Background: an optimization exercise with open tools, aiming at small area and a short achievable clock period. Do not read the settings as production practice.
In this exercise RTL edits were held to simulation tests only and were not proved equivalent to the original.
No activity file was given, so power comes from the tool's default toggle rates.

==> design/flow/design.v <==
module data_mem_responder #(
  parameter int DEPTH       = 128,
  parameter int WAIT_CYCLES = 2
) (
  input  logic        clk_i,
  input  logic        rst_i,
  input  logic        req_i,
  input  logic        we_i,
  input  logic [31:0] addr_i,
  input  logic [31:0] data_i,
  output logic        ack_o,
  output logic [31:0] data_o,
  output logic        err_o,
  output logic        busy_o
);
  localparam int NG = 32;    
  logic       busy_q, idle_q, st1_q, st2_q;   
  logic       accept;
  logic [1:0] rot_q;         
  logic        we_q, err_q, err_in;
  logic [31:0] wd_q;
  logic [4:0]  g_q, g_nx;    
  logic [1:0]  ph_q, ph_nx;  
  logic [NG-1:0][3:0][31:0] mem_d;
  logic [NG-1:0][3:0]       mem_v, mem_v_nx;
  logic            wlive_nx;
  logic [NG-1:0]   wr_q, wrn_q, wr_nx;
  logic [2*NG-1:0] rd_sel_q;
  logic [31:0]     rd_data;
  assign accept = req_i & idle_q;
  assign busy_o = busy_q;
  assign err_in = (|addr_i[1:0]) | (|addr_i[31:9]);
  always_ff @(posedge clk_i or posedge rst_i) begin
    if (rst_i) begin
      busy_q <= 1'b0;
      idle_q <= 1'b1;
      st1_q  <= 1'b0;
      st2_q  <= 1'b0;
      ack_o  <= 1'b0;
      err_o  <= 1'b0;
      rot_q  <= '0;
    end else begin
      busy_q <= accept | st1_q | st2_q;
      idle_q <= ~(accept | st1_q | st2_q);
      st1_q  <= accept;
      st2_q  <= st1_q;
      ack_o  <= st2_q;
      err_o  <= st2_q & err_q;
      rot_q  <= rot_q + 2'd1;
    end
  end
  assign g_nx  = idle_q ? addr_i[8:4] : g_q;
  assign ph_nx = idle_q ? addr_i[3:2] + rot_q + 2'd1 : ph_q + 2'd1;
  always_ff @(posedge clk_i) begin
    g_q  <= g_nx;
    ph_q <= ph_nx;
    if (idle_q) begin
      we_q  <= we_i;
      err_q <= err_in;
      wd_q  <= data_i;
    end
  end
  assign wlive_nx = idle_q ? (accept & we_i & ~err_in) : (we_q & ~err_q);
  always_comb
    for (int g = 0; g < NG; g++) wr_nx[g] = wlive_nx & (ph_nx == 2'd3) & (g_nx == 5'(g));
  always_ff @(posedge clk_i or posedge rst_i) begin
    if (rst_i) wr_q <= '0;
    else       wr_q <= wr_nx;
  end
  always_ff @(posedge clk_i) wrn_q <= ~wr_nx;
  always_ff @(posedge clk_i) begin
    for (int g = 0; g < NG; g++) begin
      mem_d[g][0] <= ({32{wr_q[g]}} & wd_q) | ({32{wrn_q[g]}} & mem_d[g][3]);
      mem_d[g][1] <= mem_d[g][0];
      mem_d[g][2] <= mem_d[g][1];
      mem_d[g][3] <= mem_d[g][2];
    end
  end
  always_comb begin
    for (int g = 0; g < NG; g++) begin
      mem_v_nx[g][0] = wr_q[g] | mem_v[g][3];
      mem_v_nx[g][1] = mem_v[g][0];
      mem_v_nx[g][2] = mem_v[g][1];
      mem_v_nx[g][3] = mem_v[g][2];
    end
  end
  always_ff @(posedge clk_i or posedge rst_i) begin
    if (rst_i) mem_v <= '0;
    else       mem_v <= mem_v_nx;
  end
  always_ff @(posedge clk_i) begin
    for (int g = 0; g < NG; g++) begin
      rd_sel_q[2*g]   <= (g_nx == 5'(g)) & (ph_nx == 2'd0) & mem_v_nx[g][0];
      rd_sel_q[2*g+1] <= (g_nx == 5'(g)) & (ph_nx == 2'd2) & mem_v_nx[g][2];
    end
  end
  logic [64:0] rd_s;
  assign rd_s = {ph_q[0], rd_sel_q};
  for (genvar b = 0; b < 32; b++) begin : g_rd
    logic [64:0] rd_d;
    logic [21:0] l1;
    logic [5:0]  l2;
    logic [1:0]  l3;
    for (genvar g = 0; g < NG; g++) begin : g_tap
      assign rd_d[2*g]   = mem_d[g][0][b];
      assign rd_d[2*g+1] = mem_d[g][2][b];
    end
    assign rd_d[64] = data_o[b];
    for (genvar i = 0; i < 21; i++) begin : g_l1
      dmr_aoi222 u_aoi (.a0(rd_s[3*i]),   .b0(rd_d[3*i]),
                        .a1(rd_s[3*i+1]), .b1(rd_d[3*i+1]),
                        .a2(rd_s[3*i+2]), .b2(rd_d[3*i+2]), .y(l1[i]));
    end
    dmr_aoi22 u_aoi_last (.a0(rd_s[63]), .b0(rd_d[63]), .a1(rd_s[64]), .b1(rd_d[64]), .y(l1[21]));
    for (genvar i = 0; i < 5; i++) begin : g_l2
      dmr_nand4 u_nand (.a(l1[4*i+3:4*i]), .y(l2[i]));
    end
    dmr_nand2 u_nand_last (.a(l1[21:20]), .y(l2[5]));
    dmr_nor3 u_nor_lo (.a(l2[2:0]), .y(l3[0]));
    dmr_nor3 u_nor_hi (.a(l2[5:3]), .y(l3[1]));
    dmr_nand2 u_out (.a(l3), .y(rd_data[b]));
  end
  always_ff @(posedge clk_i) begin
    data_o <= rd_data;
  end
endmodule
module dmr_aoi222 (
  input  logic a0, b0, a1, b1, a2, b2,
  output logic y
);
  assign y = ~((a0 & b0) | (a1 & b1) | (a2 & b2));
endmodule
module dmr_aoi22 (
  input  logic a0, b0, a1, b1,
  output logic y
);
  assign y = ~((a0 & b0) | (a1 & b1));
endmodule
module dmr_nand4 (
  input  logic [3:0] a,
  output logic       y
);
  assign y = ~&a;
endmodule
module dmr_nand2 (
  input  logic [1:0] a,
  output logic       y
);
  assign y = ~&a;
endmodule
module dmr_nor3 (
  input  logic [2:0] a,
  output logic       y
);
  assign y = ~|a;
endmodule
==> design/flow/run.sh <==
#!/bin/bash
# synth_recipe.tcl (not shown) runs the flow's synth.tcl, then flattens the netlist and writes it again
# the make line also repeats each setting of config.mk as NAME=value (left out here)
make -C /OpenROAD-flow-scripts/flow DESIGN_CONFIG=/design/flow/config.mk WORK_HOME=/design/flow/orfs CLKGATE_MAP_FILE= SYNTH_SCRIPT=/design/flow/synth_recipe.tcl finish
==> design/flow/config.mk <==
export PLATFORM = sky130hd
export DESIGN_NAME = data_mem_responder
export DESIGN_NICKNAME = data_mem_responder
export VERILOG_FILES = /design/flow/design.v
export SDC_FILE = /design/flow/constraint.sdc
export NUM_CORES = 4
export LEC_CHECK = 0
export CAP_MARGIN = 20
export CORE_MARGIN = 2
export CORE_UTILIZATION = 55
export CTS_CLUSTER_DIAMETER = 100
export CTS_CLUSTER_SIZE = 28
export PLACE_DENSITY = 0.7
export SETUP_SLACK_MARGIN = 3.6
export SLEW_MARGIN = 20
export SYNTH_HIERARCHICAL = 1
export SYNTH_MINIMUM_KEEP_SIZE = 0
==> design/flow/constraint.sdc <==
create_clock -name core_clock -period 6.0 [get_ports {clk_i}]
set_input_delay 1.2000 -clock core_clock [delete_from_list [all_inputs] [get_ports {clk_i}]]
set_output_delay 1.2000 -clock core_clock [all_outputs]
set_load 0.01 [all_outputs]
==> results of run 1 <==
-- synthesized netlist by cell type (2+ instances only) --
cell type | instances | area, sq um
a222oi_1 | 672 | 6730
nand3b_1 | 6 | 45.0
or2_2 | 32 | 200
clkbuf_1 | 343 | 1290
nand4_1 | 161 | 1010
and2_1 | 5 | 31.3
or3b_2 | 6 | 52.6
or3_1 | 5 | 31.3
dfxtp_1 | 4231 | 84700
a21o_1 | 25 | 188
xor2_1 | 2 | 17.5
a211o_1 | 3 | 26.3
a22o_1 | 1024 | 8970
nand3_1 | 10 | 50.1
and3b_1 | 4 | 35.0
buf_2 | 9 | 45.0
mux2_2 | 4 | 45.0
dfrtp_1 | 167 | 4180
and3_1 | 27 | 169
and4b_1 | 2 | 20.0
and4_1 | 7 | 61.3
nor2_1 | 21 | 78.8
a221oi_1 | 21 | 184
o211ai_1 | 4 | 30.0
a22oi_2 | 32 | 400
nand2_1 | 116 | 435
edfxtp_1 | 34 | 1020
buf_4 | 33 | 248
a21oi_1 | 33 | 165
nor3_2 | 64 | 641
nor4_1 | 6 | 37.5
inv_1 | 8 | 30.0
a211oi_1 | 7 | 52.6
nor3b_1 | 7 | 52.6
-- timing repair --
item / 4_1_cts / 5_1_grt
buffers inserted: 30 / 12
gates resized for setup: 279 / 44
pin swaps: 10 / 22
cloned: 4 / 2
setup endpoints to repair: 172 / 134
-- cell families (layout without fill, tap and decap cells) --
group | after synthesis | count (layout) | share of synthesized area (%)
other | 0 | 6 | 0
DFF | 4433 | 4433 | 80.7
xor gates and xnor gates | 3 | 3 | 0.0371
AOI/OAI and AO/OA | 1826 | 1826 | 15.1
and+or+nand+nor | 481 | 486 | 2.66
adders and majority gates | 1 | 1 | 0.0112
buffers and inverters | 395 | 536 | 1.46
muxes | 5 | 5 | 0.0528
-- report_power, final --
part           leakage (nW)  internal, mW  total, mW  switching, mW
combinational          7.92         0.635       2.41           1.78
clock                  2.32          5.57       14.0           8.48
sequential             37.1          29.6       29.9          0.255
total                  47.3          35.8       46.4           10.5
-- layer usage --
metal,share of wire [%],global-route usage (%),up-vias
met2,43,42.1,3184
met1,42,40.0,31889
li1,-,-,26988
met3,11,7.36,547
met5,0.0030,0,-
met4,4.7,13.0,2
-- state kept, by name, summed over array words and instances, names as in the netlist, 2 cells and up --
register,cells
data_o,32
g_q,5
mem_d,4096
mem_v,128
ph_q,2
rd_sel_q,64
rot_q,2
wd_q,32
wr_q,32
wrn_q,32
-- per-module statistics from Yosys, one instance, submodules excluded --
module              flip-flops and latches  cell area (sq um)  copies in the design
dmr_nand4                                0               6.26                   160
data_mem_responder                    4433             102000                     1
dmr_nand2                                0               3.75                    64
dmr_aoi222                               0               10.0                   672
dmr_aoi22                                0               12.5                    32
dmr_nor3                                 0               10.0                    64
-- metrics by stage --
| stage | power (mW) | cell area [sq um] | setup slack, ps |
|---|---|---|---|
| after floorplan | 31.4 | 112000 | 2660 |
| final | 46.4 | 121000 | 3360 |
| after CTS | 46.3 | 121000 | 3310 |
| after global placement | 32.6 | 116000 | 1880 |
| after detailed placement | 32.6 | 116000 | 1890 |
| after global routing | 47.5 | 121000 | 3330 |
-- layout make-up --
class	instances	area (sq um)
Clock inverter	6	75.1
Antenna cell	6	15.0
Multi-Input combinational cell	2321	20400
Timing Repair inverter	1	7.51
Clock buffer	210	4680
Sequential cell	4433	90000
Fill cell	14650	80300
Timing Repair Buffer	311	2790
Inverter	8	37.5
Tap cell	2672	3340
-- worst paths after layout --
path | start | endpoint | slack [ps] | cells past startpoint
setup / recovery | data_o[25] | data_o[25] | 3360 | 1
hold / removal | mem_d[1440] | mem_d[1472] | 320 | 0
setup reg to reg | rd_sel_q[20] | data_o[20] | 3500 | 5
hold reg to reg | mem_d[1440] | mem_d[1472] | 320 | 0
max in group asynchronous | rst_i | mem_v[123] | 4160 | 3
min in group asynchronous | rst_i | st1_q | 760 | 3
==> run summary, run 1 <==
* Outcome: timing/DRC/antenna clean
* Worst Hold Class: flop to flop
* Die area at 0.206 sq mm
* Syn. warnings at 7
* Via Count at about 63000
* Vias in the first global route at 62767
* Height of the die at roughly 450 microns
* TNS Setup at 0 ps
* First-pass GRT wire length at roughly 430 mm
* Total core area at 0.202 sq mm
* Sequential share of the synthesized area at 80.7%
* Crit Path Class: flop to primary output
* Clock-pin slew on the worst setup and hold paths at around 110 ps
* Syn Area/Cell at 15.6 sq um
* Ports at 103
* Die W at 454 microns
* WP data required at 4800 ps
* DRC at 0
* Max-cap violations at 0
* Leak at 47.3 nW
* Worst hold slack at roughly 320 ps
* CP arrival at 1440 ps
* # rows at 165
* CTS tree: built
* Synthesized area at 0.111 sq mm
* Final Util at 60.2%
* Main synth FF type: dfxtp_1
* FFs w/ async S/R, synth at 3.79%
* Worst-path cell chain: buf_6
* CP max stage cell: dfxtp_4
* Initial DRT Pass Iterations at 9
* Fin. Hold Viols at 0
* Initial antenna violation count at 9
* RSZ-0062 raised after global routing: yes
* Commonest non-fill, non-tap cell in the layout: dfxtp_1
* Peak supply drop at 0.286 mV
* Drt first-iter violations at about 9200
* Post-route ant nets at 0
* Placer Congestion at 0.858
* Slowest stage delay, CP at 450 ps
* Largest net degree at the start of global routing at 169
* Fmax achieved at 379 MHz
* Worst Path Max Fanout at 2
* Starting Density at 55.2%
* Final wirelength at 303 mm
* PD cells at between 300 and 400 mW/mm^2
* Final net count at 7321
* Clock skew at 35.1 ps
* Setup crit start kind: flop
* Distinct cell type count after synthesis at 47
* Clk sinks at 4433
* Placed Instances at 9697
* Rel. slew slack at 17.3%
* Worst path top cell family by delay: flip-flops
* Final Cycle Share at 43.9%
* TritonCTS Buffers at 176
* Worst-case clock buffer depth at 3
* Mapped Cells at 7144
* Most frequent cells in the layout: dfxtp_1, a22o_1, a222oi_1, buf_4, clkbuf_16
* Cts hold-fix bufs at 0
* H-tree depth at 4
* Final min period at 2640 ps
* Layout cells sized above 1 at under 10%
* PortBufs at 102
* Drt wl/cell at roughly 30 microns
* Root Driver: clkbuf_16
* Setup violations, final at 0
* #FFs+latches synth at 4433
* GR Util All Layers at 28.7%
* Slew at the pin closest to its max-slew limit at between 1000 and 1500 ps
* Post-Layout Cell Count at 9968
* Growth of design area from synthesis to finish at 8.97%
* Syn_nets at between 7000 and 8000
* Clock latency on the worst-skew pair at 870 ps
* Post-synth EDFFs at 34
* Crit. End Element: primary output
* Worst path buffer plus inverter count at 1
* DP HPWL at 159 mm
* Gr ovfl total at 0
* Via density at between 6 and 7
* Final Max Tran Viols at 0
==> inputs of run 2 (changes only) <==
--- a/design/flow/design.v
+++ b/design/flow/design.v
@@ -96,6 +96,4 @@
   end
-  logic [64:0] rd_s;
-  assign rd_s = {ph_q[0], rd_sel_q};
   for (genvar b = 0; b < 32; b++) begin : g_rd
-    logic [64:0] rd_d;
+    logic [63:0] rd_d;
     logic [21:0] l1;
@@ -103,2 +101,3 @@
     logic [1:0]  l3;
+    logic        hold_n;
     for (genvar g = 0; g < NG; g++) begin : g_tap
@@ -107,9 +106,8 @@
     end
-    assign rd_d[64] = data_o[b];
     for (genvar i = 0; i < 21; i++) begin : g_l1
-      dmr_aoi222 u_aoi (.a0(rd_s[3*i]),   .b0(rd_d[3*i]),
-                        .a1(rd_s[3*i+1]), .b1(rd_d[3*i+1]),
-                        .a2(rd_s[3*i+2]), .b2(rd_d[3*i+2]), .y(l1[i]));
+      dmr_aoi222 u_aoi (.a0(rd_sel_q[3*i]),   .b0(rd_d[3*i]),
+                        .a1(rd_sel_q[3*i+1]), .b1(rd_d[3*i+1]),
+                        .a2(rd_sel_q[3*i+2]), .b2(rd_d[3*i+2]), .y(l1[i]));
     end
-    dmr_aoi22 u_aoi_last (.a0(rd_s[63]), .b0(rd_d[63]), .a1(rd_s[64]), .b1(rd_d[64]), .y(l1[21]));
+    dmr_nand2 u_aoi_last (.a({rd_sel_q[63], rd_d[63]}), .y(l1[21]));
     for (genvar i = 0; i < 5; i++) begin : g_l2
@@ -120,3 +118,4 @@
     dmr_nor3 u_nor_hi (.a(l2[5:3]), .y(l3[1]));
-    dmr_nand2 u_out (.a(l3), .y(rd_data[b]));
+    dmr_nand2 u_hold (.a({ph_q[0], data_o[b]}), .y(hold_n));
+    dmr_nand3 u_out (.a({hold_n, l3}), .y(rd_data[b]));
   end
@@ -132,7 +131,7 @@
 endmodule
-module dmr_aoi22 (
-  input  logic a0, b0, a1, b1,
-  output logic y
+module dmr_nand3 (
+  input  logic [2:0] a,
+  output logic       y
 );
-  assign y = ~((a0 & b0) | (a1 & b1));
+  assign y = ~&a;
 endmodule
--- a/design/flow/config.mk
+++ b/design/flow/config.mk
@@ -13,3 +13,3 @@
 export PLACE_DENSITY = 0.7
-export SETUP_SLACK_MARGIN = 3.6
+export SETUP_SLACK_MARGIN = 3.8
 export SLEW_MARGIN = 20
==> run 2 against run 1 <==
Effect of this change:
- non-clock buffer count is 29 higher
- clock power hardly changed
- sequential power hardly changed
- combinational power is 8.3% higher
- count of clock-buffer cells in the layout stayed put
- sequential share of layout area is 0.89 points lower
- hold slack better by 2.5 ps
- flip-flop and latch count stayed put
- maximum frequency is 1.4% higher
- still clean
- area after synthesis is 0.32% lower
- via count is 1.5% higher
- critical path type unchanged
==> run summary, run 2 <==
* Fmax achieved at 385 MHz (was 379 MHz)
* Leak at 48.0 nW (was 47.3 nW)
* Reg2Reg Depth at 6 (was 5)
* PortBufs at 102 (unchanged)
* Final net count at 7384 (was 7321)
* Synth top area share at 76.3% (was 76.0%)
* Synthesized area at 0.111 sq mm (about the same)
* Crit. End Element: primary output (unchanged)
* Ports at 103 (unchanged)
* Clock-pin slew on the worst setup and hold paths at 100 ps (was 110 ps)
* Fin. Hold Viols at 0 (unchanged)
* TritonCTS Buffers at 177 (was 176)
* Most common cell in the netlist: dfxtp_1 (unchanged)
* DRC at 0 (unchanged)
* Stages on worst setup path at 1 (unchanged)
* Drt first-iter violations at 9641 (was 9172)
* Height of the die at 453 microns (was 454 microns)
* Reg2reg setup slack at 3610 ps (was 3500 ps)
* Growth of design area from synthesis to finish at 10.8% (was 8.97%)
* Final min period at 2600 ps (was 2640 ps)
* Max-cap violations at 0 (unchanged)
* Worst Path Max Fanout at 2 (unchanged)
* Final Cycle Share at 43.3% (was 43.9%)
* Distinct cell type count after synthesis at 46 (was 47)
* Gr ovfl total at 0 (unchanged)
* Worst path top cell family by delay: flip-flops (unchanged)
* Post-synth EDFFs at 34 (unchanged)
* Commonest non-fill, non-tap cell in the layout: dfxtp_1 (unchanged)
* TNS Setup at 0 ps (unchanged)
* Most frequent cells in the layout: dfxtp_1, a22o_1, a222oi_1, clkbuf_16, nand4_1 (was dfxtp_1, a22o_1, a222oi_1, buf_4, clkbuf_16)
* GR Util All Layers at 29.7% (was 28.7%)
* Synth area leader: dfxtp_1 (unchanged)
* Setup crit start kind: flop (unchanged)
* R2r endpoint: data_o[17] (was data_o[20])
* Initial antenna violation count at 5 (was 9)
* Most used routing layer: met2 (unchanged)
* #FFs+latches synth at 4433 (unchanged)
* Slew at the pin closest to its max-slew limit at 1230 ps (was 1240 ps)
* Outcome: timing/DRC/antenna clean (unchanged)
* Worst-path cell chain: buf_6 (unchanged)
* CP endpoint: data_o[30] (was data_o[25])
* Synth top cells by count: dfxtp_1, a22o_1, a222oi_1, clkbuf_1, dfrtp_1 (unchanged)
* Die area at 0.206 sq mm (about the same)
* Drt wl/cell at 31.4 microns (was 30.4 microns)
* Sequential share of the synthesized area at 81.0% (was 80.7%)
* Final Max Tran Viols at 0 (unchanged)
* Post-route ant nets at 0 (unchanged)
* Number of flip-flops in the largest register at 4096 (unchanged)
* Clk sinks at 4433 (unchanged)
* Worst path buffer plus inverter count at 1 (unchanged)
* Multi-input gate area at 0.0208 sq mm (was 0.0204 sq mm)
* CTS tree: built (unchanged)
* Leading post-synthesis cells by cell area: dfxtp_1, a22o_1, a222oi_1 (unchanged)
* Cts hold-fix bufs at 0 (unchanged)
* Starting Density at 55.4% (was 55.2%)
* Largest register by flop count: mem_d (unchanged)
* Die W at 453 microns (was 454 microns)
* FFs w/ async S/R, synth at 3.79% (unchanged)
* Root Driver: clkbuf_16 (unchanged)
* Final wirelength at 315 mm (was 303 mm)
* Largest regs: mem_d (4096), mem_v (128), rd_sel_q (64) (unchanged)
* Met1 usage at 40.9% (was 40.0%)
* Grt met2 use at 44.8% (was 42.1%)
* H-tree depth at 4 (unchanged)
* Filler instances at 14608 (was 14650)
* Worst-case clock buffer depth at 3 (unchanged)
* RSZ-0062 raised after global routing: yes (unchanged)
* Via Count at 63569 (was 62610)
* Syn_nets at 7213 (unchanged)
* Vias in the first global route at 63377 (was 62767)
* PD cells at 379 mW/mm^2 (was 382 mW/mm^2)
* Slowest stage delay, CP at 400 ps (was 450 ps)
* Placer Congestion at 0.848 (was 0.858)
* Rel. slew slack at 17.7% (was 17.3%)
* Clock latency on the worst-skew pair at 880 ps (was 870 ps)
* DP HPWL at 160 mm (was 159 mm)
* Peak supply drop at 0.397 mV (was 0.286 mV)
* R2r startpoint: rd_sel_q[17] (was rd_sel_q[20])
* Tot Pwr at 46.6 mW (was 46.4 mW)
* Grt met3 use at 6.47% (was 7.36%)
* Initial DRT Pass Iterations at 9 (unchanged)
* CP max stage cell: dfxtp_4 (unchanged)
* Worst Hold Class: flop to flop (unchanged)
* Sequential cell area at 0.0902 sq mm (was 0.0900 sq mm)
* Total core area at 0.200 sq mm (was 0.202 sq mm)
* Setup violations, final at 0 (unchanged)
* Mapped Cells at 7144 (unchanged)
* CP arrival at 1400 ps (was 1440 ps)
* Syn. warnings at 7 (unchanged)
* Crit path launch: data_o[30] (was data_o[25])
* Main synth FF type: dfxtp_1 (unchanged)
* Syn Area/Cell at 15.5 sq um (was 15.6 sq um)
* Crit Path Class: flop to primary output (unchanged)
* Largest net degree at the start of global routing at 169 (unchanged)
* WP data required at 4800 ps (about the same)
* First-pass GRT wire length at 446 mm (was 434 mm)
* # rows at 164 (was 165)
* Layout cells sized above 1 at 10.8% (was 9.47%)
* Via density at 6.35 (was 6.28)
* Clock skew at 29.5 ps (was 35.1 ps)
[run 2: cell types whose count changed in the layout (fill, tap and decap cells not counted), moves of 12 or more]
cell	before	now
nor3_2	51	32
a221oi_4	3	15
buf_6	44	64
dlymetal6s2s_1	15	2
nand3_1	8	34
buf_4	190	138
a22oi_2	32	0
nand2_2	2	14
dfxtp_4	24	43
nor3_4	13	32
buf_12	5	44
nand2_1	114	129
dfxtp_2	16	43
dfxtp_1	4191	4145
[run 2: kinds of logic (layout without fill, tap and decap cells)]
family | Yosys count | count (layout) | synth area share (%)
flops | 4433 | 4433 | 81.0
compound gates | 1794 | 1794 | 14.7
xor+xnor | 3 | 3 | 0.0372
fa+ha+maj | 1 | 1 | 0.0113
simple gates | 545 | 552 | 2.92
mux | 5 | 5 | 0.0529
other cells | 0 | 3 | 0
buf+inv | 363 | 571 | 1.25
[run 2: report_power, final]
part	internal, mW	switching (mW)
sequential	29.6	0.164
clock	5.58	8.58
combinational	0.666	1.95
[run 2: Yosys stat by module (local to each module, per instance)]
module	copies in the design	area (sq um)	cells	flip-flops and latches
dmr_nand3	32	5.00	1	0
dmr_nand2	96	3.75	1	0
dmr_aoi222	672	10.0	1	0
data_mem_responder	1	102000	6120	4433
dmr_nand4	160	6.26	1	0
dmr_nor3	64	10.0	1	0
[run 2: timing repair]
item,in CTS,in global routing
gates cloned,17,4
buffers inserted,54,42
setup endpoints to repair,196,140
gates resized for setup,441,108
pin swaps,89,154
[run 2: final cells by class]
cell class | count | share of cell area (%)
inverters | 8 | 0.0346
repair buffers | 340 | 3.11
clock buffers | 210 | 3.78
clock inverters | 13 | 0.157
multi-input cells | 2355 | 16.9
well taps | 2656 | 2.70
diodes | 3 | 0.00610
flip-flops and latches | 4433 | 73.3
[run 2: through the flow]
step / setup WS [ps] / cells / hold slack [ps] / instance area (sq um) / util, %
global placement: 2200 / 9674 / 310 / 115000 / 57.7
detailed placement: 2190 / 9674 / 312 / 115000 / 57.7
finish: 3400 / 10018 / 320 / 123000 / 61.4
CTS: 3350 / 9968 / 321 / 122000 / 61.0
global route: 3360 / 10018 / 318 / 123000 / 61.4
floorplan: 2660 / 7144 / 310 / 112000 / -
[run 2: how the worst min path moves through the flow]
stage                      startpoint           to  slack [ps]  cells past startpoint
after floorplan           mem_d[1056]  mem_d[1088]         310                      0
after global placement    mem_d[1720]  mem_d[1752]         310                      0
after detailed placement  mem_d[3519]  mem_d[3551]         310                      0
after CTS                 mem_d[2741]  mem_d[2773]         320                      0
after global routing      mem_d[2485]  mem_d[2517]         320                      0
final                      mem_d[416]   mem_d[448]         320                      0
[run 2: metal layers]
metal / up-vias / routed length [microns]
met3: 594 / 32700
met1: 32344 / 128000
met5: - / 0
met2: 3487 / 138000
met4: 0 / 16400
li1: 27144 / -
==> inputs of run 3 (changes only) <==
--- a/design/flow/config.mk
+++ b/design/flow/config.mk
@@ -13,3 +13,3 @@
 export PLACE_DENSITY = 0.7
-export SETUP_SLACK_MARGIN = 3.8
+export SETUP_SLACK_MARGIN = 3.6
 export SLEW_MARGIN = 20
==> run 3 against run 2 <==
Effect of this change:
- still clean
- final area is 1.5% lower
- die area unchanged
- global-route usage decreased by 0.52 points
- flip-flop and latch count stayed put
- sequential share of layout area grew 1.1 points
- area after synthesis unchanged
- clock skew grew 20 ps
- synthesized cell count unchanged
- sequential power about the same
- power shrank 0.45%
- critical endpoint is now data_o[27]
==> run summary, run 3 <==
* Sequential share of the synthesized area at 81.0% (unchanged)
* Leak at 47.1 nW (was 48.0 nW)
* # rows at 164 (unchanged)
* Vias in the first global route at 63031 (was 63377)
* Fin. Hold Viols at 0 (unchanged)
* Most common cell in the netlist: dfxtp_1 (unchanged)
* Largest net degree at the start of global routing at 164 (was 169)
* Syn. warnings at 7 (unchanged)
* Clock-pin slew on the worst setup and hold paths at 100 ps (about the same)
* Layout cells sized above 1 at 9.10% (was 10.8%)
* Synthesized area at 0.111 sq mm (unchanged)
* PD cells at 382 mW/mm^2 (was 379 mW/mm^2)
* Worst-path cell chain: buf_6 (unchanged)
* CTS tree: built (unchanged)
* Initial DRT Pass Iterations at 7 (was 9)
* Hold_sp: mem_d[315] (was mem_d[416])
* DRC at 0 (unchanged)
* Height of the die at 453 microns (unchanged)
* Final net count at 7309 (was 7384)
* Final Cycle Share at 43.6% (was 43.3%)
* TNS Setup at 0 ps (unchanged)
* Slew at the pin closest to its max-slew limit at 1190 ps (was 1230 ps)
* R2r startpoint: rd_sel_q[21] (was rd_sel_q[17])
* Clock latency on the worst-skew pair at 890 ps (was 880 ps)
* Distinct cell type count after synthesis at 46 (unchanged)
* Starting Density at 55.4% (unchanged)
* Worst Path Max Fanout at 2 (unchanged)
* FFs w/ async S/R, synth at 3.79% (unchanged)
* Hold Path Stages at 0 (unchanged)
* Final Max Tran Viols at 0 (unchanged)
* TritonCTS Buffers at 176 (was 177)
* Die area at 0.206 sq mm (unchanged)
* Reg2Reg Depth at 5 (was 6)
* CP max stage cell: dfxtp_4 (unchanged)
* DP HPWL at 161 mm (was 160 mm)
* Total core area at 0.200 sq mm (unchanged)
* Filler instances at 14788 (was 14608)
* WP data required at 4800 ps (about the same)
* Mapped Cells at 7144 (unchanged)
* CP arrival at 1420 ps (was 1400 ps)
* Gr ovfl total at 0 (unchanged)
* Clock skew at 49.6 ps (was 29.5 ps)
* H-tree depth at 4 (unchanged)
* Worst hold slack at 303 ps (was 320 ps)
* Sequential Power Share at 64.4% (was 64.0%)
* Metal-1 WL at 128 mm (about the same)
* Peak supply drop at 0.338 mV (was 0.397 mV)
* Crit Path Class: flop to primary output (unchanged)
* Drt wl/cell at 31.0 microns (was 31.4 microns)
* Final wirelength at 308 mm (was 315 mm)
* PortBufs at 102 (unchanged)
* Crit. End Element: primary output (unchanged)
* Worst Hold Class: flop to flop (unchanged)
* Drt first-iter violations at 9394 (was 9641)
* Slowest stage delay, CP at 410 ps (was 400 ps)
* Via density at 6.33 (was 6.35)
* Met3 Wirelength at 30.9 mm (was 32.7 mm)
* Setup crit start kind: flop (unchanged)
* #FFs+latches synth at 4433 (unchanged)
* Leading post-synthesis cells by cell area: dfxtp_1, a22o_1, a222oi_1 (unchanged)
* Die W at 453 microns (unchanged)
* Syn_nets at 7213 (unchanged)
* Tot Pwr at 46.4 mW (was 46.6 mW)
* Growth of design area from synthesis to finish at 9.17% (was 10.8%)
* Synth top cells by count: dfxtp_1, a22o_1, a222oi_1, clkbuf_1, dfrtp_1 (unchanged)
* DR WL met2 at 133 mm (was 138 mm)
* Largest register by flop count: mem_d (unchanged)
* Reg2reg setup slack at 3580 ps (was 3610 ps)
* Synth top area share at 76.3% (unchanged)
* Pre-CTS setup slack at 1880 ps (was 2190 ps)
* Most frequent cells in the layout: dfxtp_1, a22o_1, a222oi_1, clkbuf_16, dfrtp_1 (was dfxtp_1, a22o_1, a222oi_1, clkbuf_16, nand4_1)
* Clk sinks at 4433 (unchanged)
* Placer Congestion at 0.871 (was 0.848)
* Final Util at 60.5% (was 61.4%)
* Clock network power share at 30.5% (was 30.4%)
* GR Util All Layers at 29.2% (was 29.7%)
* Worst path buffer plus inverter count at 1 (unchanged)
* Largest regs: mem_d (4096), mem_v (128), rd_sel_q (64) (unchanged)
* Post-synth EDFFs at 34 (unchanged)
* Main synth FF type: dfxtp_1 (unchanged)
* RSZ-0062 raised after global routing: yes (unchanged)
* Final WS setup at 3380 ps (was 3400 ps)
* Post-route ant nets at 0 (unchanged)
* Rel. slew slack at 20.7% (was 17.7%)
* Fmax achieved at 382 MHz (was 385 MHz)
* Ports at 103 (unchanged)
* Number of flip-flops in the largest register at 4096 (unchanged)
* Initial antenna violation count at 8 (was 5)
* Synth area leader: dfxtp_1 (unchanged)
* Final min period at 2620 ps (was 2600 ps)
* Hold EP: mem_d[347] (was mem_d[448])
* Outcome: timing/DRC/antenna clean (unchanged)
* Syn Area/Cell at 15.5 sq um (unchanged)
* Max-cap violations at 0 (unchanged)
* Sw frac at 22.7% (was 23.0%)
* Via Count at 62922 (was 63569)
* Worst path top cell family by delay: flip-flops (unchanged)
* Internal at 35.8 mW (was 35.9 mW)
* Sw power at 10.5 mW (was 10.7 mW)
* Stages on worst setup path at 1 (unchanged)
* Root Driver: clkbuf_16 (unchanged)
* Commonest non-fill, non-tap cell in the layout: dfxtp_1 (unchanged)
* Setup violations, final at 0 (unchanged)
* R2r endpoint: data_o[3] (was data_o[17])
* First-pass GRT wire length at 442 mm (was 446 mm)
* Worst-case clock buffer depth at 3 (unchanged)
* Uppermost layer routed: met5 (was met4)
* Cts hold-fix bufs at 0 (unchanged)
* Gate power share at 5.1% (was 5.6%)
## run 3: layout make-up
cell class | instances | area (sq um) | area share [%]
sequential | 4433 | 90100 | 74.3
inverter | 8 | 41.3 | 0.0341
tap | 2656 | 3320 | 2.74
multi-input combinational | 2354 | 20400 | 16.8
antenna | 2 | 5.00 | 0.00413
timing repair buffer | 267 | 2510 | 2.07
clock buffer | 212 | 4690 | 3.87
clock inverter | 10 | 156 | 0.129
## run 3: worst max path at each step
stage	start	endpoint	slack [ps]
floorplan	rst_i	ack_o	2660
global placement	addr_i[8]	wrn_q[15]	1920
detailed placement	addr_i[8]	wrn_q[13]	1880
CTS	data_o[31]	data_o[31]	3330
global route	data_o[31]	data_o[31]	3360
finish	data_o[27]	data_o[27]	3380
## run 3: power by group through the flow
stage          clock [mW]  combinational [mW]  sequential (mW)
5_1_grt              15.3                2.37             29.9
3_5_place_dp            0                2.06             30.5
6_report             14.1                2.36             29.9
3_3_place_gp            0                2.03             30.5
4_1_cts              14.2                2.23             29.9
2_1_floorplan           0               0.762             30.5
## run 3: modules after synthesis (local to each module, per instance)
module / cells inside / times used
data_mem_responder: 6120 / 1
dmr_nand2: 1 / 96
dmr_nor3: 1 / 64
dmr_aoi222: 1 / 672
dmr_nand4: 1 / 160
dmr_nand3: 1 / 32
## run 3: cell families after synthesis
kind of cell	share of synthesized area (%)
AOI/OAI and AO/OA	14.7
and+or+nand+nor	2.92
DFF	81.0
adders and majority gates	0.0113
buffers and inverters	1.25
xor gates and xnor gates	0.0372
muxes	0.0529
## run 3: layer usage
layer	up-vias	global-route usage, %
li1	26968	-
met1	32083	41.1
met2	3315	43.4
met3	550	5.91
met4	6	13.7
met5	-	0
## run 3: timing repair
action	in CTS	in global routing
buffers inserted	17	8
pin swaps	13	17
resized for setup	305	43
endpoints found under the hold margin	0	0
setup endpoints to repair	181	104
gates cloned	7	1
## run 3: through the flow
stage	cells	cell area [sq um]
global route	9942	121000
detailed placement	9685	115000
floorplan	7144	111000
finish	9942	121000
global placement	9684	115000
CTS	9931	121000
==> inputs of run 4 (changes only) <==
--- a/design/flow/design.v
+++ b/design/flow/design.v
@@ -26,3 +26,3 @@
   logic            wlive_nx;
-  logic [NG-1:0]   wr_q, wrn_q, wr_nx;
+  logic [NG-1:0]   wr_q, wr_nx;
   logic [2*NG-1:0] rd_sel_q;
@@ -69,6 +69,11 @@
   end
-  always_ff @(posedge clk_i) wrn_q <= ~wr_nx;
-  always_ff @(posedge clk_i) begin
-    for (int g = 0; g < NG; g++) begin
-      mem_d[g][0] <= ({32{wr_q[g]}} & wd_q) | ({32{wrn_q[g]}} & mem_d[g][3]);
+  for (genvar g = 0; g < NG; g++) begin : g_port
+    logic        wrn;
+    logic [31:0] port_d;
+    assign wrn = ~wr_q[g];
+    for (genvar b = 0; b < 32; b++) begin : g_bit
+      dmr_ao22 u_port (.a0(wr_q[g]), .b0(wd_q[b]), .a1(wrn), .b1(mem_d[g][3][b]), .y(port_d[b]));
+    end
+    always_ff @(posedge clk_i) begin
+      mem_d[g][0] <= port_d;
       mem_d[g][1] <= mem_d[g][0];
@@ -155 +160,7 @@
 endmodule
+module dmr_ao22 (
+  input  logic a0, b0, a1, b1,
+  output logic y
+);
+  assign y = (a0 & b0) | (a1 & b1);
+endmodule
==> run 4 against run 3 <==
Effect of this change:
- still clean
- power shrank 3.0%
- flip-flop and latch count is 32 lower
- via count fell by 1.2%
- critical path depth did not move
- global-route usage increased by 0.29 points
- largest cell class unchanged
- largest power group unchanged
==> run summary, run 4 <==
* Via density at 6.32 (was 6.33)
* Slew at the pin closest to its max-slew limit at 1220 ps (was 1190 ps)
* Sequential Power Share at 65.8% (was 64.4%)
* Placer Congestion at 0.817 (was 0.871)
* DR WL met2 at 137 mm (was 133 mm)
* PD cells at 375 mW/mm^2 (was 382 mW/mm^2)
* Max-cap violations at 0 (unchanged)
* PortBufs at 102 (unchanged)
* Filler instances at 14499 (was 14788)
* Starting Density at 55.3% (was 55.4%)
* GR Util All Layers at 29.5% (was 29.2%)
* Initial DRT Pass Iterations at 9 (was 7)
* Multi-input gate area at 0.0197 sq mm (was 0.0204 sq mm)
* Height of the die at 449 microns (was 453 microns)
* Synth top cells by count: dfxtp_1, a22o_1, a222oi_1, dfrtp_1, nand4_1 (was dfxtp_1, a22o_1, a222oi_1, clkbuf_1, dfrtp_1)
* Final net count at 7221 (was 7309)
* Root Driver: clkbuf_16 (unchanged)
* FFs w/ async S/R, synth at 3.82% (was 3.79%)
* Clock latency on the worst-skew pair at 880 ps (was 890 ps)
* Worst path top cell family by delay: flip-flops (unchanged)
* Clock-pin slew on the worst setup and hold paths at 100 ps (about the same)
* Design area at 0.120 sq mm (was 0.121 sq mm)
* Vias in the first global route at 62659 (was 63031)
* Layout cells sized above 1 at 9.13% (was 9.10%)
* Ports at 103 (unchanged)
* Distinct cell type count after synthesis at 46 (unchanged)
* Worst Hold Class: flop to flop (unchanged)
* Synth area leader: dfxtp_1 (unchanged)
* Slowest stage delay, CP at 470 ps (was 410 ps)
* Die W at 449 microns (was 453 microns)
* Sw power at 9.82 mW (was 10.5 mW)
* Syn. warnings at 7 (unchanged)
* Fin. Hold Viols at 0 (unchanged)
* Final WS setup at 3330 ps (was 3380 ps)
* Fmax achieved at 374 MHz (was 382 MHz)
* Post-synth EDFFs at 34 (unchanged)
* Total core area at 0.197 sq mm (was 0.200 sq mm)
* Syn Area/Cell at 16.2 sq um (was 15.5 sq um)
* Peak supply drop at 0.374 mV (was 0.338 mV)
* Drt first-iter violations at 9241 (was 9394)
* Post-route ant nets at 0 (unchanged)
* Number of flip-flops in the largest register at 4096 (unchanged)
* Syn_nets at 6799 (was 7213)
* CTS tree: built (unchanged)
* Outcome: timing/DRC/antenna clean (unchanged)
* Crit Path Class: flop to primary output (unchanged)
* Clock skew at 45.3 ps (was 49.6 ps)
* Sw frac at 21.8% (was 22.7%)
* Growth of design area from synthesis to finish at 10.0% (was 9.17%)
* Pre-CTS setup slack at 2340 ps (was 1880 ps)
* Largest regs: mem_d (4096), mem_v (128), rd_sel_q (64) (unchanged)
* TritonCTS Buffers at 175 (was 176)
* DP HPWL at 168 mm (was 161 mm)
* Synthesized area at 0.109 sq mm (was 0.111 sq mm)
* Rel. slew slack at 18.4% (was 20.7%)
* Clk sinks at 4401 (was 4433)
* Leak at 46.1 nW (was 47.1 nW)
* Post-placement cell area at 0.115 sq mm (about the same)
* Uppermost layer routed: met4 (was met5)
* Final Max Tran Viols at 0 (unchanged)
* Worst-case clock buffer depth at 3 (unchanged)
* Gr ovfl total at 0 (unchanged)
* Drt wl/cell at 31.3 microns (was 31.0 microns)
* Mapped Cells at 6730 (was 7144)
* CP arrival at 1470 ps (was 1420 ps)
* Die area at 0.202 sq mm (was 0.206 sq mm)
* DRC at 0 (unchanged)
* TNS Setup at 0 ps (unchanged)
* Via Count at 62168 (was 62922)
* Tot Pwr at 45.0 mW (was 46.4 mW)
* Metal-1 WL at 125 mm (was 128 mm)
* Final Cycle Share at 44.5% (was 43.6%)
* Met3 Wirelength at 30.0 mm (was 30.9 mm)
* CP max stage cell: dfxtp_4 (unchanged)
* Sequential share of the synthesized area at 81.9% (was 81.0%)
* Leading post-synthesis cells by cell area: dfxtp_1, a22o_1, a222oi_1 (unchanged)
* Synth top area share at 77.1% (was 76.3%)
* Main synth FF type: dfxtp_1 (unchanged)
* Setup violations, final at 0 (unchanged)
* H-tree depth at 4 (unchanged)
* Sequential cell area at 0.0895 sq mm (was 0.0901 sq mm)
* RSZ-0062 raised after global routing: yes (unchanged)
* Most common cell in the netlist: dfxtp_1 (unchanged)
* Largest net degree at the start of global routing at 169 (was 164)
* Worst path buffer plus inverter count at 1 (unchanged)
* Final min period at 2670 ps (was 2620 ps)
* First-pass GRT wire length at 440 mm (was 442 mm)
* Largest register by flop count: mem_d (unchanged)
* Gate power share at 3.1% (was 5.1%)
* Initial antenna violation count at 11 (was 8)
* Commonest non-fill, non-tap cell in the layout: dfxtp_1 (unchanged)
* # rows at 163 (was 164)
* Worst Path Max Fanout at 2 (unchanged)
* Crit. End Element: primary output (unchanged)
* Most frequent cells in the layout: dfxtp_1, a22o_1, a222oi_1, clkbuf_16, nand4_1 (was dfxtp_1, a22o_1, a222oi_1, clkbuf_16, dfrtp_1)
* #FFs+latches synth at 4401 (was 4433)
* Final wirelength at 307 mm (was 308 mm)
* Worst-path cell chain: buf_6 (unchanged)
* Clock network power share at 31.1% (was 30.5%)
* Internal at 35.1 mW (was 35.8 mW)
* Setup crit start kind: flop (unchanged)
* WP data required at 4800 ps (about the same)
-- run 4: cell count changes after synthesis, moves of 27 or more --
cell and change:
clkbuf_1 -340, nor3b_1 +57, dfxtp_1 -32, inv_1 +32, a211oi_2 +30, and3_1 -27
-- run 4: layout make-up --
cell class,instances,share of cell area (%)
diodes,3,0.00626
clock buffers,207,3.83
clock inverters,12,0.152
inverters,41,0.132
multi-input cells,2270,16.4
flip-flops and latches,4401,74.6
well taps,2640,2.75
repair buffers,263,2.09
-- run 4: per-stage QoR --
step,hold WS (ps),utilization [%],instances
final,310,60.8,9837
after detailed placement,312,58.1,9600
after global routing,320,60.8,9835
after CTS,319,60.6,9823
after global placement,310,58.1,9600
after floorplan,310,-,6730
-- run 4: power groups by stage --
stage	Combinational, mW	Sequential, mW	Clock, mW
after floorplan	0.299	30.4	0
after detailed placement	1.32	30.3	0
final	1.39	29.6	14.0
after global routing	1.40	29.6	15.1
after global placement	1.30	30.3	0
after CTS	1.33	29.6	14.0
-- run 4: metal layers --
| layer | vias to the layer above | GRT usage, % |
|---|---|---|
| met5 | - | 0 |
| met3 | 610 | 6.11 |
| met2 | 3083 | 45.9 |
| met1 | 31873 | 40.1 |
| met4 | 0 | 12.6 |
| li1 | 26602 | - |
-- run 4: path summary, 6_finish.rpt --
path	start	to	slack, ps	depth (start not counted)
max in group asynchronous	rst_i	wr_q[24]	4220	3
max reg2reg	rd_sel_q[22]	data_o[22]	3560	4
min reg2reg	mem_d[2865]	mem_d[2897]	310	0
min in group asynchronous	rst_i	err_o	810	3
min	mem_d[2865]	mem_d[2897]	310	0
max	data_o[28]	data_o[28]	3330	1
-- run 4: timing repair --
item,in CTS,in global routing
cloned,0,2
hold buffers,0,0
endpoints found under the setup margin,144,96
resized for setup,257,46
setup buffers,4,9
pin swaps,8,24
-- run 4: Yosys stat by module, one instance, submodules excluded, a selection --
module | cells inside | cell area [sq um] | flip-flops and latches
data_mem_responder | 4682 | 91200 | 4401
dmr_ao22 | 1 | 8.76 | 0
dmr_nand3 | 1 | 5.00 | 0
dmr_nor3 | 1 | 10.0 | 0
dmr_nand2 | 1 | 3.75 | 0
dmr_aoi222 | 1 | 10.0 | 0
-- run 4: logic make-up after synthesis --
kind of cell,share of synthesized area (%)
xor+xnor,0.0379
fa+ha+maj,0.0115
buf+inv,0.247
mux,0.0310
simple gates,2.92
compound gates,14.9
flops,81.9
==> inputs of run 5 (changes only) <==
==> design/flow/flow/run.sh (new file) <==
#!/bin/bash
# Layout: the standard ORFS flow (standard.sh), unchanged except for two placement
# options: timing-driven global placement weights its critical nets harder, and the port
# buffers start as plain buf_2 cells (repair resizes them as usual).
set -uo pipefail
cd "$(dirname "${BASH_SOURCE[0]}")/.."
bash standard.sh \
  "GLOBAL_PLACEMENT_ARGS=-timing_driven_net_weight_max 6 -timing_driven_nets_percentage 20" \
  "BUFFER_PORTS_ARGS=-buffer_cell sky130_fd_sc_hd__buf_2" \
  finish > flow_standard.log 2>&1
status=$?
tail -n 20 flow_standard.log
exit $status
==> design/flow/standard.sh (new file) <==
#!/bin/bash
# synth_recipe.tcl (not shown) runs the flow's synth.tcl, then flattens the netlist and writes it again
# the make line also repeats each setting of config.mk as NAME=value (left out here)
make -C /OpenROAD-flow-scripts/flow DESIGN_CONFIG=/design/flow/config.mk WORK_HOME=/design/flow/orfs CLKGATE_MAP_FILE= SYNTH_SCRIPT=/design/flow/synth_recipe.tcl "${@:-finish}"
removed: design/flow/run.sh
==> run 5 against run 4 <==
Effect of this change:
- die area did not move
- wire length fell by 1.7%
- hold slack improved by 4.5 ps
- critical path depth did not move
- non-clock buffer count rose by 5
- first-iteration DRC count rose by 3.5%
- final area fell by 0.41%
- area after synthesis did not move
- largest power group unchanged
- highest routed layer unchanged
==> run summary, run 5 <==
* Worst Hold Class: flop to flop (unchanged)
* Slowest stage delay, CP at 440 ps (was 470 ps)
* Fmax achieved at 378 MHz (was 374 MHz)
* Mapped Cells at 6730 (unchanged)
* Worst-path cell chain: buf_6 (unchanged)
* Placed Instances at 9606 (was 9600)
* Largest family of logic cells by synthesized area: compound AO/OA/AOI/OAI gates (unchanged)
* DRC at 0 (unchanged)
* Compound-cell area share of the yosys netlist at 14.9% (unchanged)
* Peak supply drop at 0.352 mV (was 0.374 mV)
* Post-route ant nets at 0 (unchanged)
* Most frequent cells in the layout: dfxtp_1, a22o_1, a222oi_1, clkbuf_16, nand4_1 (unchanged)
* Crit Path Class: flop to primary output (unchanged)
* Final net count at 7225 (was 7221)
* Rel. slew slack at 21.3% (was 18.4%)
* Post-synthesis adder-cell area fraction at 0.0115% (unchanged)
* Syn_nets at 6799 (unchanged)
* PortBufs at 102 (unchanged)
* RSZ-0062 raised after global routing: yes (unchanged)
* Worst hold slack at 315 ps (was 310 ps)
* Largest net degree at the start of global routing at 169 (unchanged)
* Drt wl/cell at 30.7 microns (was 31.3 microns)
* Height of the die at 449 microns (unchanged)
* DP HPWL at 168 mm (about the same)
* Gr ovfl total at 0 (unchanged)
* Layout cells sized above 1 at 9.88% (was 9.13%)
* Synth area leader: dfxtp_1 (unchanged)
* Largest regs: mem_d (4096), mem_v (128), rd_sel_q (64) (unchanged)
* Final wirelength at 302 mm (was 307 mm)
* Number of flip-flops in the largest register at 4096 (unchanged)
* Design area at 0.119 sq mm (was 0.120 sq mm)
* Worst-case clock buffer depth at 3 (unchanged)
* First-pass GRT wire length at 433 mm (was 440 mm)
* Syn. warnings at 7 (unchanged)
* Final min period at 2650 ps (was 2670 ps)
* Clock latency on the worst-skew pair at 880 ps (about the same)
* WP data required at 4800 ps (about the same)
* GR Util All Layers at 29.1% (was 29.5%)
* CP max stage cell: dfxtp_4 (unchanged)
* Die W at 449 microns (unchanged)
* Growth of design area from synthesis to finish at 9.57% (was 10.0%)
* Clock skew at 41.2 ps (was 45.3 ps)
* Post-synth EDFFs at 34 (unchanged)
* Xor/xnor share of the synthesized area at 0.0379% (unchanged)
* Crit. End Element: primary output (unchanged)
* Worst path buffer plus inverter count at 1 (unchanged)
* CTS tree: built (unchanged)
* Main synth FF type: dfxtp_1 (unchanged)
* Worst path top cell family by delay: flip-flops (unchanged)
* Final Cycle Share at 44.1% (was 44.5%)
* Clk sinks at 4401 (unchanged)
* Slew at the pin closest to its max-slew limit at 1180 ps (was 1220 ps)
* Metal-1 WL at 125 mm (about the same)
* PD cells at 375 mW/mm^2 (about the same)
* Initial DRT Pass Iterations at 10 (was 9)
* Worst Path Max Fanout at 2 (unchanged)
* Initial antenna violation count at 10 (was 11)
* Synthesized area at 0.109 sq mm (unchanged)
* Pre-CTS setup slack at 2720 ps (was 2340 ps)
* TritonCTS Buffers at 175 (unchanged)
* Leak at 46.0 nW (was 46.1 nW)
* Filler instances at 14582 (was 14499)
* Most common cell in the netlist: dfxtp_1 (unchanged)
* Total core area at 0.197 sq mm (unchanged)
* FFs w/ async S/R, synth at 3.82% (unchanged)
* Commonest non-fill, non-tap cell in the layout: dfxtp_1 (unchanged)
* Post-Layout Cell Count at 9838 (was 9837)
* Die area at 0.202 sq mm (unchanged)
* Placer Congestion at 0.855 (was 0.817)
* H-tree depth at 4 (unchanged)
* Via density at 6.28 (was 6.32)
* Final WS setup at 3350 ps (was 3330 ps)
* Drt first-iter violations at 9562 (was 9241)
* CP arrival at 1450 ps (was 1470 ps)
* Post-placement cell area at 0.114 sq mm (was 0.115 sq mm)
* Setup crit start kind: flop (unchanged)
* Synth top cells by count: dfxtp_1, a22o_1, a222oi_1, dfrtp_1, nand4_1 (unchanged)
* Root Driver: clkbuf_16 (unchanged)
* Ports at 103 (unchanged)
* Distinct cell type count after synthesis at 46 (unchanged)
* Clock-pin slew on the worst setup and hold paths at 100 ps (about the same)
* Final Max Tran Viols at 0 (unchanged)
* Via Count at 61763 (was 62168)
* Starting Density at 55.3% (unchanged)
* TNS Setup at 0 ps (unchanged)
* Mux cell area share after synthesis at 0.0310% (unchanged)
* Largest register by flop count: mem_d (unchanged)
* Setup violations, final at 0 (unchanged)
* Outcome: timing/DRC/antenna clean (unchanged)
* # rows at 163 (unchanged)
* Max-cap violations at 0 (unchanged)
* Uppermost layer routed: met4 (unchanged)
* Synth top area share at 77.1% (unchanged)
* Vias in the first global route at 61887 (was 62659)
* Simple-gate share of the synthesized area at 2.92% (unchanged)
* Syn Area/Cell at 16.2 sq um (unchanged)
* #FFs+latches synth at 4401 (unchanged)
* Sequential share of the synthesized area at 81.9% (unchanged)
* Met3 Wirelength at 28.6 mm (was 30.0 mm)
* Fin. Hold Viols at 0 (unchanged)
* Leading post-synthesis cells by cell area: dfxtp_1, a22o_1, a222oi_1 (unchanged)
* DR WL met2 at 134 mm (was 137 mm)
[run 5: cell counts after synthesis]
Identical to the previous run, type by type.
[run 5: routing by layer]
layer / up-vias / global-route usage [%]
met5: - / 0
met4: 0 / 13.1
met3: 531 / 5.64
met2: 3083 / 44.3
met1: 31546 / 40.4
li1: 26603 / -
[run 5: per-stage QoR]
step / util, % / power, mW
after floorplan: - / 30.7
after global placement: 57.8 / 31.5
after detailed placement: 57.8 / 31.6
after CTS: 60.4 / 44.9
after global routing: 60.6 / 46.0
final: 60.6 / 44.8
[run 5: final timing paths]
path / cells past startpoint / end / slack, ps / start
max: 1 / data_o[23] / 3350 / data_o[23]
min: 0 / mem_d[2757] / 310 / mem_d[2725]
max reg2reg: 5 / data_o[0] / 3540 / rd_sel_q[33]
min reg2reg: 0 / mem_d[2757] / 310 / mem_d[2725]
max in group asynchronous: 3 / wr_q[5] / 4620 / rst_i
min in group asynchronous: 3 / rot_q[1] / 480 / rst_i
[run 5: what timing repair did]
action | in CTS | in global routing
gates resized for setup | 107 | 58
pin swaps | 5 | 19
cloned | 0 | 3
buffers inserted | 1 | 9
hold buffers | 0 | 0
setup endpoints to repair | 134 | 62
[run 5: area by class of cell]
| cell class | count | area (sq um) | share of cell area [%] |
|---|---|---|---|
| Clock buffer | 201 | 4520 | 3.78 |
| Multi-Input combinational cell | 2269 | 19600 | 16.4 |
| Tap cell | 2640 | 3300 | 2.76 |
| Clock inverter | 14 | 190 | 0.159 |
| Inverter | 41 | 159 | 0.133 |
| Timing Repair Buffer | 268 | 2200 | 1.84 |
| Antenna cell | 4 | 10.0 | 0.00838 |
| Sequential cell | 4401 | 89500 | 74.9 |
[run 5: modules after synthesis, one instance, submodules excluded]
| module | flops+latches | copies in the design | cell area [sq um] |
|---|---|---|---|
| dmr_nand4 | 0 | 160 | 6.26 |
| dmr_nand2 | 0 | 96 | 3.75 |
| dmr_aoi222 | 0 | 672 | 10.0 |
| dmr_ao22 | 0 | 1024 | 8.76 |
| data_mem_responder | 4401 | 1 | 91200 |
| dmr_nor3 | 0 | 64 | 10.0 |
| dmr_nand3 | 0 | 32 | 5.00 |
[run 5: where the power goes]
part | switching (mW) | leakage [nW] | internal (mW)
Sequential | 0.182 | 36.5 | 29.4
Clock | 8.47 | 2.30 | 5.43
Combinational | 1.15 | 7.14 | 0.203
Total | 9.80 | 46.0 | 35.0
[run 5: cell families (layout without fill, tap and decap cells)]
kind of cell,after synthesis,after routing
other,0,4
muxes,2,2
AOI/OAI and AO/OA,1746,1746
buffers and inverters,60,524
DFF,4401,4401
and+or+nand+nor,517,517
adders and majority gates,1,1
xor gates and xnor gates,3,3
==> inputs of run 6 (changes only) <==
--- a/design/flow/design.v
+++ b/design/flow/design.v
@@ -28,3 +28,3 @@
   logic [2*NG-1:0] rd_sel_q;
-  logic [31:0]     rd_data;
+  logic [31:0]     rd_data, rd_tap, rd_tap_q;   
   assign accept = req_i & idle_q;
@@ -123,3 +123,4 @@
     dmr_nor3 u_nor_hi (.a(l2[5:3]), .y(l3[1]));
-    dmr_nand2 u_hold (.a({ph_q[0], data_o[b]}), .y(hold_n));
+    dmr_nand2 u_tap (.a(l3), .y(rd_tap[b]));
+    dmr_nand2 u_hold (.a({ph_q[0], rd_tap_q[b]}), .y(hold_n));
     dmr_nand3 u_out (.a({hold_n, l3}), .y(rd_data[b]));
@@ -127,3 +128,4 @@
   always_ff @(posedge clk_i) begin
-    data_o <= rd_data;
+    rd_tap_q <= rd_tap;
+    data_o   <= rd_data;
   end
==> run 6 against run 5 <==
Effect of this change:
- still clean on timing, DRC and antenna
- highest routed layer unchanged
- critical endpoint is now busy_o
- clock power barely moved
- sequential power about the same
- hold slack about the same
==> run summary, run 6 <==
* Via Count at 61947 (was 61763)
* Clock-pin slew on the worst setup and hold paths at 100 ps (about the same)
* TNS Setup at 0 ps (unchanged)
* PortBufs at 102 (unchanged)
* Fin. Hold Viols at 0 (unchanged)
* Growth of design area from synthesis to finish at 9.39% (was 9.57%)
* Initial antenna violation count at 6 (was 10)
* DP HPWL at 164 mm (was 168 mm)
* Ports at 103 (unchanged)
* RSZ-0062 raised after global routing: yes (unchanged)
* Post-Layout Cell Count at 9902 (was 9838)
* Setup violations, final at 0 (unchanged)
* Outcome: timing/DRC/antenna clean (unchanged)
* Mapped Cells at 6794 (was 6730)
* Most frequent cells in the layout: dfxtp_1, a22o_1, a222oi_1, clkbuf_16, nand4_1 (unchanged)
* Total core area at 0.198 sq mm (was 0.197 sq mm)
* Height of the die at 451 microns (was 449 microns)
* DR WL met2 at 127 mm (was 134 mm)
* Drt wl/cell at 30.0 microns (was 30.7 microns)
* Post-placement cell area at 0.115 sq mm (was 0.114 sq mm)
* Placer Congestion at 0.856 (was 0.855)
* Uppermost layer routed: met4 (unchanged)
* WP data required at 4800 ps (about the same)
* Sequential share of the synthesized area at 81.9% (about the same)
* Root Driver: clkbuf_16 (unchanged)
* Synth top area share at 77.1% (about the same)
* GR Util All Layers at 28.6% (was 29.1%)
* DRC at 0 (unchanged)
* Crit Path Class: flop to primary output (unchanged)
* Design area at 0.120 sq mm (was 0.119 sq mm)
* Clock skew at 36.2 ps (was 41.2 ps)
* Worst path top cell family by delay: flip-flops (unchanged)
* Max-cap violations at 0 (unchanged)
* Post-route ant nets at 0 (unchanged)
* Fmax achieved at 367 MHz (was 378 MHz)
* Worst Path Max Fanout at 1 (was 2)
* First-pass GRT wire length at 430 mm (was 433 mm)
* Worst path buffer plus inverter count at 1 (unchanged)
* Layout cells sized above 1 at 9.52% (was 9.88%)
* Via density at 6.26 (was 6.28)
* FFs w/ async S/R, synth at 3.79% (was 3.82%)
* #FFs+latches synth at 4433 (was 4401)
* Syn. warnings at 7 (unchanged)
* Most common cell in the netlist: dfxtp_1 (unchanged)
* Multi-input gate area at 0.0198 sq mm (was 0.0196 sq mm)
* CP arrival at 1530 ps (was 1450 ps)
* Clk sinks at 4433 (was 4401)
* Peak supply drop at 0.335 mV (was 0.352 mV)
* Die W at 451 microns (was 449 microns)
* Main synth FF type: dfxtp_1 (unchanged)
* Filler instances at 14711 (was 14582)
* CP max stage cell: dfrtp_2 (was dfxtp_4)
* Largest net degree at the start of global routing at 169 (unchanged)
* CTS tree: built (unchanged)
* Initial DRT Pass Iterations at 8 (was 10)
* Vias in the first global route at 62521 (was 61887)
* Largest register by flop count: mem_d (unchanged)
* Commonest non-fill, non-tap cell in the layout: dfxtp_1 (unchanged)
* Leak at 46.5 nW (was 46.0 nW)
* Synth top cells by count: dfxtp_1, a22o_1, a222oi_1, dfrtp_1, nand4_1 (unchanged)
* Setup crit start kind: flop (unchanged)
* Tot Pwr at 45.3 mW (was 44.8 mW)
* Final net count at 7282 (was 7225)
* Final Max Tran Viols at 0 (unchanged)
* Cts hold-fix bufs at 0 (unchanged)
* Drt first-iter violations at 8994 (was 9562)
* Gr ovfl total at 0 (unchanged)
* H-tree depth at 4 (unchanged)
* Metal-1 WL at 129 mm (was 125 mm)
* Distinct cell type count after synthesis at 46 (unchanged)
* Sequential cell area at 0.0901 sq mm (was 0.0895 sq mm)
* Final wirelength at 297 mm (was 302 mm)
* Final min period at 2730 ps (was 2650 ps)
* Leading post-synthesis cells by cell area: dfxtp_1, a22o_1, a222oi_1 (unchanged)
* Final Cycle Share at 45.5% (was 44.1%)
* Crit. End Element: primary output (unchanged)
* Met3 Wirelength at 31.4 mm (was 28.6 mm)
* Synth area leader: dfxtp_1 (unchanged)
* Slew at the pin closest to its max-slew limit at 1190 ps (was 1180 ps)
* Synthesized area at 0.110 sq mm (was 0.109 sq mm)
* Worst-case clock buffer depth at 3 (unchanged)
* TritonCTS Buffers at 176 (was 175)
* Number of flip-flops in the largest register at 4096 (unchanged)
* Rel. slew slack at 20.8% (was 21.3%)
* Largest regs: mem_d (4096), mem_v (128), rd_sel_q (64) (unchanged)
* PD cells at 377 mW/mm^2 (was 375 mW/mm^2)
* Syn Area/Cell at 16.2 sq um (about the same)
* Starting Density at 55.5% (was 55.3%)
* Worst-path cell chain: buf_6 (unchanged)
* Worst Hold Class: flop to flop (unchanged)
* Slowest stage delay, CP at 480 ps (was 440 ps)
* # rows at 163 (unchanged)
* Post-synth EDFFs at 34 (unchanged)
* Syn_nets at 6863 (was 6799)
* Placed Instances at 9671 (was 9606)
* Die area at 0.203 sq mm (was 0.202 sq mm)
* Clock latency on the worst-skew pair at 880 ps (about the same)
## run 6: cell types whose count changed after synthesis, sizes merged
cell,previous run,this run
dfxtp,4199,4231
nand2,127,159
## run 6: final timing paths
check	startpoint	to	slack, ps	cells past startpoint
min in group asynchronous	rst_i	mem_v[43]	710	3
worst max register to register	rd_sel_q[13]	data_o[12]	3550	5
worst min register to register	mem_d[2216]	mem_d[2248]	310	0
max in group asynchronous	rst_i	wr_q[21]	4600	3
worst min-delay path	mem_d[2216]	mem_d[2248]	310	0
worst max-delay path	busy_q	busy_o	3270	1
## run 6: routing by layer
layer | track usage (%) | vias up
met2 | 41.8 | 3066
met1 | 41.5 | 31646
met5 | 0 | -
met4 | 10.2 | 0
met3 | 6.75 | 463
li1 | - | 26772
## run 6: modules after synthesis (local to each module, per instance)
module              area (sq um)  cells  flops+latches
data_mem_responder         91800   4714           4433
dmr_aoi222                  10.0      1              0
dmr_nor3                    10.0      1              0
dmr_ao22                    8.76      1              0
dmr_nand4                   6.26      1              0
dmr_nand3                   5.00      1              0
dmr_nand2                   3.75      1              0
## run 6: metrics by stage
stage / setup slack (ps) / hold WS (ps) / utilization (%)
detailed placement: 2630 / 312 / 58.0
CTS: 3210 / 310 / 60.6
global placement: 2660 / 310 / 58.0
global route: 3240 / 326 / 60.7
floorplan: 2660 / 310 / -
finish: 3270 / 314 / 60.7
## run 6: power breakdown
part / internal (mW) / switching (mW) / leakage, nW
Combinational: 0.213 / 1.19 / 7.33
Clock: 5.52 / 8.52 / 2.33
Sequential: 29.6 / 0.202 / 36.8
Total: 35.4 / 9.91 / 46.5
## run 6: cell type report
type / instances / share of cell area, %
antenna: 4 / 0.00833
inverter: 41 / 0.135
tap: 2640 / 2.75
multi-input combinational: 2301 / 16.5
timing repair buffer: 259 / 1.64
sequential: 4433 / 75.0
clock buffer: 210 / 3.84
timing repair inverter: 1 / 0.00417
clock inverter: 13 / 0.142
## run 6: cell families (layout without fill, tap and decap cells)
kind of cell               count (synthesis)  after routing  synth area share (%)
AOI/OAI and AO/OA                       1746           1746                  14.8
adders and majority gates                  1              1                0.0114
DFF                                     4433           4433                  81.9
other                                      0              4                     0
and+or+nand+nor                          549            549                  3.01
xor gates and xnor gates                   3              3                0.0376
buffers and inverters                     60            524                 0.245
muxes                                      2              2                0.0308
## run 6: what timing repair did
item	in CTS	in global routing
setup endpoints to repair	149	125
cloned	0	1
buffers inserted	1	2
resized for setup	119	30
pin swaps	2	17
==> inputs of run 7 (changes only) <==
==> design/flow/flow/run.sh (replaced) <==
#!/bin/bash
# Layout: the standard ORFS flow (standard.sh), unchanged except for three placement
# options: the handshake pins are kept together as one group, timing-driven global
# placement weights its critical nets harder, and the port buffers start as plain buf_2
# cells (repair resizes them as usual).
set -uo pipefail
cd "$(dirname "${BASH_SOURCE[0]}")/.."
bash standard.sh \
  "IO_CONSTRAINTS=$PWD/flow/io.tcl" \
  "GLOBAL_PLACEMENT_ARGS=-timing_driven_net_weight_max 6 -timing_driven_nets_percentage 20" \
  "BUFFER_PORTS_ARGS=-buffer_cell sky130_fd_sc_hd__buf_2" \
  finish > flow_standard.log 2>&1
status=$?
tail -n 20 flow_standard.log
exit $status
==> design/flow/flow/io.tcl (new file) <==
# keep the handshake pins side by side, next to the control logic that drives them
set_io_pin_constraint -group -order -pin_names {req_i we_i busy_o ack_o err_o}
==> run 7 against run 6 <==
Effect of this change:
- still clean on timing, DRC and antenna
- worst setup slack improved by 74 ps
- sequential share of layout area is essentially flat
- sequential power about the same
- final cell count did not move
- largest power group unchanged
==> run summary, run 7 <==
* Outcome: timing/DRC/antenna clean (unchanged)
* Largest regs: mem_d (4096), mem_v (128), rd_sel_q (64) (unchanged)
* Setup violations, final at 0 (unchanged)
* Worst-path cell chain: buf_6 (unchanged)
* Syn. warnings at 7 (unchanged)
* Cts hold-fix bufs at 0 (unchanged)
* Clock skew at 55.2 ps (was 36.2 ps)
* Synth area leader: dfxtp_1 (unchanged)
* DRC at 0 (unchanged)
* Most frequent cells in the layout: dfxtp_1, a22o_1, a222oi_1, clkbuf_16, nand4_1 (unchanged)
* Final WS setup at 3350 ps (was 3270 ps)
* Pre-CTS setup slack at 2640 ps (was 2630 ps)
* DP HPWL at 166 mm (was 164 mm)
* Vias in the first global route at 62536 (was 62521)
* Tot Pwr at 45.3 mW (about the same)
* Distinct cell type count after synthesis at 46 (unchanged)
* Post-synth EDFFs at 34 (unchanged)
* Syn_nets at 6863 (unchanged)
* Post-route ant nets at 0 (unchanged)
* PortBufs at 102 (unchanged)
* Clock latency on the worst-skew pair at 900 ps (was 880 ps)
* Multi-input gate area at 0.0197 sq mm (was 0.0198 sq mm)
* Initial antenna violation count at 8 (was 6)
* Xor/xnor share of the synthesized area at 0.0376% (unchanged)
* Synthesized area at 0.110 sq mm (unchanged)
* Final Max Tran Viols at 0 (unchanged)
* Leading post-synthesis cells by cell area: dfxtp_1, a22o_1, a222oi_1 (unchanged)
* Compound-cell area share of the yosys netlist at 14.8% (unchanged)
* Design area at 0.120 sq mm (about the same)
* Final Util at 60.7% (about the same)
* First-pass GRT wire length at 432 mm (was 430 mm)
* Height of the die at 451 microns (unchanged)
* Crit. End Element: primary output (unchanged)
* Total core area at 0.198 sq mm (unchanged)
* Main synth FF type: dfxtp_1 (unchanged)
* Gr ovfl total at 0 (unchanged)
* Root Driver: clkbuf_16 (unchanged)
* Largest family of logic cells by synthesized area: compound AO/OA/AOI/OAI gates (unchanged)
* Number of flip-flops in the largest register at 4096 (unchanged)
* Simple-gate share of the synthesized area at 3.01% (unchanged)
* Die W at 451 microns (unchanged)
* Via density at 6.26 (about the same)
* CTS tree: built (unchanged)
* Post-synthesis adder-cell area fraction at 0.0114% (unchanged)
* Worst-case clock buffer depth at 3 (unchanged)
* Synth top area share at 77.1% (unchanged)
* Fmax achieved at 377 MHz (was 367 MHz)
* FFs w/ async S/R, synth at 3.79% (unchanged)
* Most common cell in the netlist: dfxtp_1 (unchanged)
[run 7: area by class of cell]
class / count / share of cell area (%)
antenna: 6 / 0.0125
clock buffer: 203 / 3.77
clock inverter: 16 / 0.220
inverter: 41 / 0.132
multi-input combinational: 2301 / 16.4
sequential: 4433 / 75.1
tap: 2640 / 2.75
timing repair buffer: 262 / 1.64
[run 7: Yosys stat by module (local to each module, per instance)]
module	area, sq um	flops+latches
data_mem_responder	91800	4433
dmr_nand4	6.26	0
dmr_nand3	5.00	0
dmr_nand2	3.75	0
dmr_ao22	8.76	0
dmr_aoi222	10.0	0
dmr_nor3	10.0	0
[run 7: cell families after synthesis]
| logic type | count (synthesis) |
|---|---|
| compound gates | 1746 |
| xor+xnor | 3 |
| fa+ha+maj | 1 |
| buf+inv | 60 |
| flops | 4433 |
| mux | 2 |
| simple gates | 549 |
[run 7: per-layer routing]
metal / track usage (%) / part of all wire [%] / wire length [microns]
met5: 0 / 0 / 0
met4: 9.31 / 3.3 / 9840
met3: 6.62 / 11 / 31800
met2: 42.6 / 43 / 129000
met1: 41.6 / 43 / 128000
[run 7: what timing repair did]
item                                    4_1_cts  5_1_grt
endpoints found under the setup margin      131       99
resized for setup                           109       16
setup buffers                                 1        2
pin swaps                                     0       10
gates cloned                                  0        0
[run 7: metrics by stage]
stage / std cells / hold WS (ps)
after floorplan: 6794 / 310
after global placement: 9672 / 310
after detailed placement: 9674 / 312
after CTS: 9894 / 290
after global routing: 9901 / 294
final: 9902 / 306
[run 7: final timing paths]
check,from,end,slack [ps],cells past startpoint
worst max-delay path,data_o[20],data_o[20],3350,1
worst min-delay path,rst_i,mem_v[24],310,2
worst max register to register,rd_sel_q[24],data_o[20],3480,4
worst min register to register,mem_d[1325],mem_d[1357],310,0
max in group asynchronous,rst_i,wr_q[19],4470,3
min in group core_clock,mem_d[1325],mem_d[1357],310,0
[run 7: power by group]
part	leakage [nW]	total, mW	switching [mW]	internal (mW)
Clock	2.33	14.1	8.59	5.46
Combinational	7.31	1.41	1.20	0.212
Sequential	36.8	29.8	0.212	29.6

Check on run 7: ideal ports give 3.346 ns setup slack; a clkbuf_16 on the clock port and buf_2 on the inputs give 3.263 ns; moving port delays by the midpoint clock arrival (0.957 ns) as well gives 3.023 ns.
